From an optimization exercise on the open Yosys and OpenROAD flow, aimed at small area and a short achievable clock period; shortcuts taken in it are not production practice.
Only simulation tests tie the RTL to the original design; equivalence was not proved.
Power is estimated from default activity; no workload was simulated.

// checkpoint_monitor
module checkpoint_monitor #(
  parameter int DATA_W = 16,
  parameter int NUM_CH = 4,
  parameter int SEL_W  = 2,
  parameter int DEPTH  = 64,
  parameter int ADDR_W = 6,
  parameter int CNT_W  = 16
) (
  input  logic                     CLK,
  input  logic                     Reset,
  input  logic                     cfg_we,
  input  logic [ADDR_W-1:0]        cfg_addr,
  input  logic [CNT_W-1:0]         cfg_delay,
  input  logic [SEL_W-1:0]         cfg_ch,
  input  logic [DATA_W-1:0]        cfg_value,
  input  logic [DATA_W-1:0]        cfg_mask,
  input  logic                     cfg_last,
  input  logic                     start,
  input  logic                     abort,
  input  logic [NUM_CH*DATA_W-1:0] probe_data,
  output logic                     busy,
  output logic                     done,
  output logic [CNT_W-1:0]         pass_count,
  output logic [CNT_W-1:0]         fail_count,
  output logic [ADDR_W-1:0]        cur_idx,
  output logic                     check_pulse,
  output logic                     check_pass,
  output logic                     first_fail_valid,
  output logic [ADDR_W-1:0]        first_fail_idx,
  output logic [DATA_W-1:0]        first_fail_actual
);
For scale: roughly 3,100 flip-flops, ~110,000 sq um of cells after synthesis.
clock: 7.5 ns
lec_check: 0
cap_margin: 20
core_margin: 2
core_utilization: 41
setup_slack_margin: 4.7
slew_margin: 20
standard.sh (not shown) runs the stock make flow with config.mk's settings and CLKGATE_MAP_FILE= SYNTH_SCRIPT=/design/flow/synth_recipe.tcl, a recipe that flattens the netlist after the stock synthesis.
==> flow/flow/run.sh <==
#!/bin/bash
# The standard layout (standard.sh: standard synthesis, then ORFS to
# finish), with two changes to how the layout is made:
#  - every port still gets a buffer, but buffer_ports uses buf_4 instead of
#    its default delay-buffer cell;
#  - clock tree synthesis builds larger sink clusters and inserts no dummy
#    loads.
# All of make's output goes to flow_make.log; ORFS keeps each step's log
# under orfs/logs/.
set -euo pipefail
export BUFFER_PORTS_ARGS="-buffer_cell sky130_fd_sc_hd__buf_4"
export CTS_ARGS="-sink_clustering_enable -repair_clock_nets -dont_use_dummy_load -sink_clustering_size 24 -sink_clustering_max_diameter 80"
bash standard.sh > flow_make.log 2>&1
The first run passed the timing, design-rule and antenna checks.
Next try:
Settings changed: CORE_UTILIZATION 41 to 40, SETUP_SLACK_MARGIN 4.7 to 4.5.
What happened: Critical path depth went down by 7; routed wire length went up by 0.59%; synthesized area does not change; synthesized cell count stays the same; clock-buffer cell count went down by 3; flip-flop and latch count is unchanged; fmax went down by 7.8%; die area went up by 2.5%; non-clock buffer count went down by 50; via count went up by 0.81%; register-to-register slack got worse by 0.09 ns.

The RTL this note starts from:
==> flow/design.v <==
module checkpoint_monitor #(
  parameter int DATA_W = 16,
  parameter int NUM_CH = 4,
  parameter int SEL_W  = 2,
  parameter int DEPTH  = 64,
  parameter int ADDR_W = 6,
  parameter int CNT_W  = 16
) (
  input  logic                     CLK,
  input  logic                     Reset,
  input  logic                     cfg_we,
  input  logic [ADDR_W-1:0]        cfg_addr,
  input  logic [CNT_W-1:0]         cfg_delay,
  input  logic [SEL_W-1:0]         cfg_ch,
  input  logic [DATA_W-1:0]        cfg_value,
  input  logic [DATA_W-1:0]        cfg_mask,
  input  logic                     cfg_last,
  input  logic                     start,
  input  logic                     abort,
  input  logic [NUM_CH*DATA_W-1:0] probe_data,
  output logic                     busy,
  output logic                     done,
  output logic [CNT_W-1:0]         pass_count,
  output logic [CNT_W-1:0]         fail_count,
  output logic [ADDR_W-1:0]        cur_idx,
  output logic                     check_pulse,
  output logic                     check_pass,
  output logic                     first_fail_valid,
  output logic [ADDR_W-1:0]        first_fail_idx,
  output logic [DATA_W-1:0]        first_fail_actual
);
  localparam int NGRP   = DATA_W / 3;
  localparam int CODE_W = NGRP * 5 + 2 * (DATA_W - NGRP * 3);
  function automatic logic [4:0] enc3(input logic [2:0] k, input logic [2:0] w);
    logic [1:0] t0, t1;
    t0 = {k[0], w[0]};
    t1 = {k[1], w[1]};
    if (!k[2])                 enc3 = {t0, t1, 1'b0};
    else if (!w[2])            enc3 = {t0, t1, 1'b1};
    else if (!k[0])            enc3 = {2'b01, t1, 1'b0};
    else if (!w[0])            enc3 = {2'b01, t1, 1'b1};
    else                       enc3 = {t1, 2'b01, 1'b0};
  endfunction
  function automatic logic [5:0] dec3(input logic [4:0] c);
    logic       a, b;
    logic [1:0] t0, t1, t2;
    a = (c[4:3] == 2'b01);
    b = !a && (c[2:1] == 2'b01);
    if (a) begin
      t0 = c[0] ? 2'b10 : 2'b00;
      t1 = c[2:1];
      t2 = 2'b11;
    end else if (b) begin
      t0 = 2'b11;
      t1 = c[4:3];
      t2 = 2'b11;
    end else begin
      t0 = c[4:3];
      t1 = c[2:1];
      t2 = c[0] ? 2'b10 : 2'b00;
    end
    dec3 = {t2[1] & t2[0], t1[1] & t1[0], t0[1] & t0[0],
            t2[1] & ~t2[0], t1[1] & ~t1[0], t0[1] & ~t0[0]};
  endfunction
  function automatic logic [CODE_W-1:0] enc(input logic [DATA_W-1:0] v,
                                            input logic [DATA_W-1:0] m);
    logic [DATA_W-1:0] w;
    w = m & v;
    for (int g = 0; g < NGRP; g++) enc[g*5 +: 5] = enc3(m[g*3 +: 3], w[g*3 +: 3]);
    for (int i = NGRP * 3; i < DATA_W; i++) begin
      enc[NGRP*5 + 2*(i-NGRP*3)]     = m[i] & ~v[i];
      enc[NGRP*5 + 2*(i-NGRP*3) + 1] = w[i];
    end
  endfunction
  function automatic logic [2*DATA_W-1:0] dec(input logic [CODE_W-1:0] c);
    logic [5:0] d;
    for (int g = 0; g < NGRP; g++) begin
      d = dec3(c[g*5 +: 5]);
      dec[g*3 +: 3]          = d[2:0];
      dec[DATA_W + g*3 +: 3] = d[5:3];
    end
    for (int i = NGRP * 3; i < DATA_W; i++) begin
      dec[i]          = c[NGRP*5 + 2*(i-NGRP*3)];
      dec[DATA_W + i] = c[NGRP*5 + 2*(i-NGRP*3) + 1];
    end
  endfunction
  logic [DEPTH-1:0][CNT_W-1:0]  t_delay;
  logic [DEPTH-1:0][SEL_W-1:0]  t_ch;
  logic [DEPTH-1:1][CODE_W-1:0] t_code;
  logic [2*DATA_W-1:0]          t0_m;
  logic [DEPTH-2:0]             t_last;    
  logic                busy_q, busy_o, done_q;
  logic [ADDR_W-1:0]   idx_q;
  logic [CNT_W-1:0]    timer_q;
  logic [CNT_W-1:0]    pass_q, fail_q;
  logic                pulse_q, cpass_q, ffv_q;
  logic [ADDR_W-1:0]   ffi_q;
  logic [DATA_W-1:0]   ffa_q;
  logic [NUM_CH-1:0]   cur_chs_q;
  logic [DATA_W-1:0]   cur_m0_q, cur_m1_q;
  logic                cur_last_q;
  logic                wr_ok;
  logic [CODE_W-1:0]   cfg_code;
  logic [2*DATA_W-1:0] cfg_m;
  assign wr_ok    = cfg_we & ~busy_q;
  assign cfg_code = enc(cfg_value, cfg_mask);
  assign cfg_m    = {cfg_mask & cfg_value, cfg_mask & ~cfg_value};
  for (genvar j = 0; j < DEPTH; j++) begin : g_ent
    always_ff @(posedge CLK) begin
      if (wr_ok && cfg_addr == ADDR_W'(j)) begin
        t_delay[j] <= cfg_delay;
        t_ch[j]    <= cfg_ch;
      end
    end
    if (j == 0) begin : g_m0
      always_ff @(posedge CLK) begin
        if (wr_ok && cfg_addr == ADDR_W'(j)) t0_m <= cfg_m;
      end
    end else begin : g_code
      always_ff @(posedge CLK) begin
        if (wr_ok && cfg_addr == ADDR_W'(j)) t_code[j] <= cfg_code;
      end
    end
    if (j < DEPTH - 1) begin : g_last
      always_ff @(posedge CLK) begin
        if (wr_ok && cfg_addr == ADDR_W'(j)) t_last[j] <= cfg_last;
      end
    end
  end
  logic [DEPTH-1:1]    ptr_q;
  logic [CNT_W-1:0]    rd_delay;
  logic [SEL_W-1:0]    rd_ch;
  logic [CODE_W-1:0]   rd_code;
  logic                rd_last;
  always_comb begin
    rd_delay = '0;
    rd_ch    = '0;
    rd_code  = '0;
    rd_last  = 1'b0;
    for (int j = 1; j < DEPTH; j++) begin
      rd_delay = rd_delay | ({CNT_W{ptr_q[j]}}  & t_delay[j]);
      rd_ch    = rd_ch    | ({SEL_W{ptr_q[j]}}  & t_ch[j]);
      rd_code  = rd_code  | ({CODE_W{ptr_q[j]}} & t_code[j]);
      rd_last  = rd_last  | (ptr_q[j] & ((j == DEPTH - 1) ? 1'b1 : t_last[j]));
    end
  end
  logic                timer_zero;
  logic                cmp_fire;
  logic                start_fire;
  logic [DATA_W-1:0]   probe_sel;
  logic                cmp_pass;
  assign timer_zero = (timer_q == '0);
  assign cmp_fire   = busy_q & ~abort & timer_zero;
  assign start_fire = start & ~busy_q;
  logic                wr0;
  logic [SEL_W-1:0]    ch_nxt;
  assign wr0    = cfg_we & (cfg_addr == '0);
  assign ch_nxt = !busy_q ? (wr0 ? cfg_ch : t_ch[0]) : rd_ch;
  always_ff @(posedge CLK) begin
    if (!busy_q || timer_zero) begin
      for (int k = 0; k < NUM_CH; k++) cur_chs_q[k] <= (ch_nxt == SEL_W'(k));
    end
  end
  always_ff @(posedge CLK) begin
    if (busy_q && timer_zero) begin
      cur_last_q <= rd_last;
      {cur_m1_q, cur_m0_q} <= dec(rd_code);
    end
  end
  logic                first_q;
  logic                last_e;
  logic [DATA_W-1:0]   m0_e, m1_e;
  always_ff @(posedge CLK) begin
    if (!busy_q)         first_q <= 1'b1;
    else if (timer_zero) first_q <= 1'b0;
  end
  assign last_e       = first_q ? t_last[0] : cur_last_q;
  assign {m1_e, m0_e} = first_q ? t0_m      : {cur_m1_q, cur_m0_q};
  always_ff @(posedge CLK) begin
    if (!busy_q)         ptr_q <= (DEPTH-1)'(1);
    else if (timer_zero) ptr_q <= {ptr_q[DEPTH-2:1], 1'b0};
  end
  always_ff @(posedge CLK) begin
    if (!busy_q)         timer_q <= t_delay[0];
    else if (timer_zero) timer_q <= rd_delay;
    else                 timer_q <= timer_q - CNT_W'(1);
  end
  always_comb begin
    probe_sel = '0;
    for (int k = 0; k < NUM_CH; k++) begin
      probe_sel = probe_sel | ({DATA_W{cur_chs_q[k]}} & probe_data[k*DATA_W +: DATA_W]);
    end
    cmp_pass = ((probe_sel & m0_e) | (~probe_sel & m1_e)) == '0;
  end
  logic                pass_en, fail_en, cap_en, run_end;
  assign pass_en = cmp_fire &  cmp_pass & (pass_q != '1);
  assign fail_en = cmp_fire & ~cmp_pass & (fail_q != '1);
  assign cap_en  = cmp_fire & ~cmp_pass & ~ffv_q;
  assign run_end = timer_zero & last_e;
  always_ff @(posedge CLK or posedge Reset) begin
    if (Reset) begin
      busy_q  <= 1'b0;
      busy_o  <= 1'b0;
      done_q  <= 1'b0;
      idx_q   <= '0;
      pass_q  <= '0;
      fail_q  <= '0;
      pulse_q <= 1'b0;
      cpass_q <= 1'b0;
      ffv_q   <= 1'b0;
      ffi_q   <= '0;
      ffa_q   <= '0;
    end else begin
      busy_q  <= start_fire | (busy_q & ~abort & ~run_end);
      busy_o  <= (start & ~busy_o) | (busy_o & ~abort & ~run_end);
      done_q  <= (cmp_fire & last_e) | (~start_fire & done_q);
      pulse_q <= cmp_fire;
      if (start_fire)                idx_q <= '0;
      else if (cmp_fire && !last_e)  idx_q <= idx_q + ADDR_W'(1);
      if (pass_en)                   pass_q <= pass_q + CNT_W'(1);
      else if (start_fire)           pass_q <= '0;
      if (fail_en)                   fail_q <= fail_q + CNT_W'(1);
      else if (start_fire)           fail_q <= '0;
      if (cmp_fire)                  cpass_q <= cmp_pass;
      else if (start_fire)           cpass_q <= 1'b0;
      ffv_q   <= (cmp_fire & ~cmp_pass) | (~start_fire & ffv_q);
      if (cap_en) begin
        ffi_q <= idx_q;
        ffa_q <= probe_sel;
      end else if (start_fire) begin
        ffi_q <= '0;
        ffa_q <= '0;
      end
    end
  end
  assign busy              = busy_o;
  assign done              = done_q;
  assign pass_count        = pass_q;
  assign fail_count        = fail_q;
  assign cur_idx           = idx_q;
  assign check_pulse       = pulse_q;
  assign check_pass        = cpass_q;
  assign first_fail_valid  = ffv_q;
  assign first_fail_idx    = ffi_q;
  assign first_fail_actual = ffa_q;
endmodule
clock: 7.5 ns
lec_check: 0
cap_margin: 20
core_margin: 2
core_utilization: 40
setup_slack_margin: 4.5
slew_margin: 20
Scripts as last shown in full above: flow/flow/run.sh
The starting point went through all stages and came out clean.
Then changed:
--- a/flow/config.mk
+++ b/flow/config.mk
@@ -9,4 +9,4 @@
 export CORE_MARGIN = 2
 export CORE_UTILIZATION = 40
-export SETUP_SLACK_MARGIN = 4.5
+export SETUP_SLACK_MARGIN = 4.7
 export SLEW_MARGIN = 20
After rerunning: The changed run went through all stages and came out clean; global-route usage rises by 1.4 points; register-to-register slack hardly moves; power barely changes; clock skew falls by 0.035 ns; via count rises by 3.0%; die area does not change; setup slack is about the same; wire length rises by 4.2%; final area rises by 2.1%.

-- port drivers added, routing unchanged --
The results above use ideal ports. As a check the final layouts listed here were re-extracted and re-timed, cells and wires unchanged. Step 1: set_driving_cell puts a clkbuf_16 on CLK and a buf_2 on each other input, an assumption about the parent block. Step 2 adds t to the input delays and takes it off the output delays; t is the mean of the earliest and latest rising clock arrival at the registers after step 1. Input paths then give back, and output paths get back, about the clock's delay inside the block. a / b / c = no drivers / after step 1 / after step 2; a / b = the first two.
run	shift t [ns]	slack for setup (ns)	slew at the worst register clock pin (ns)	worst data-port slew with drivers (ns)
the first run of note 1	0.944	4.489 / 4.430 / 3.654	0.10 / 0.10	0.14
the second run of note 1	0.958	4.234 / 4.113 / 3.156	0.10 / 0.10	0.26
the first run of note 2	0.960	4.388 / 4.369 / 3.474	0.10 / 0.10	0.12
the second run of note 2	0.954	4.389 / 4.298 / 3.519	0.11 / 0.11	0.24
After both steps setup and hold are still met in every run listed. For the second run of note 1, which loses most, drivers alone change the setup slack by -0.121 ns; drivers and shift together by -1.078 ns.
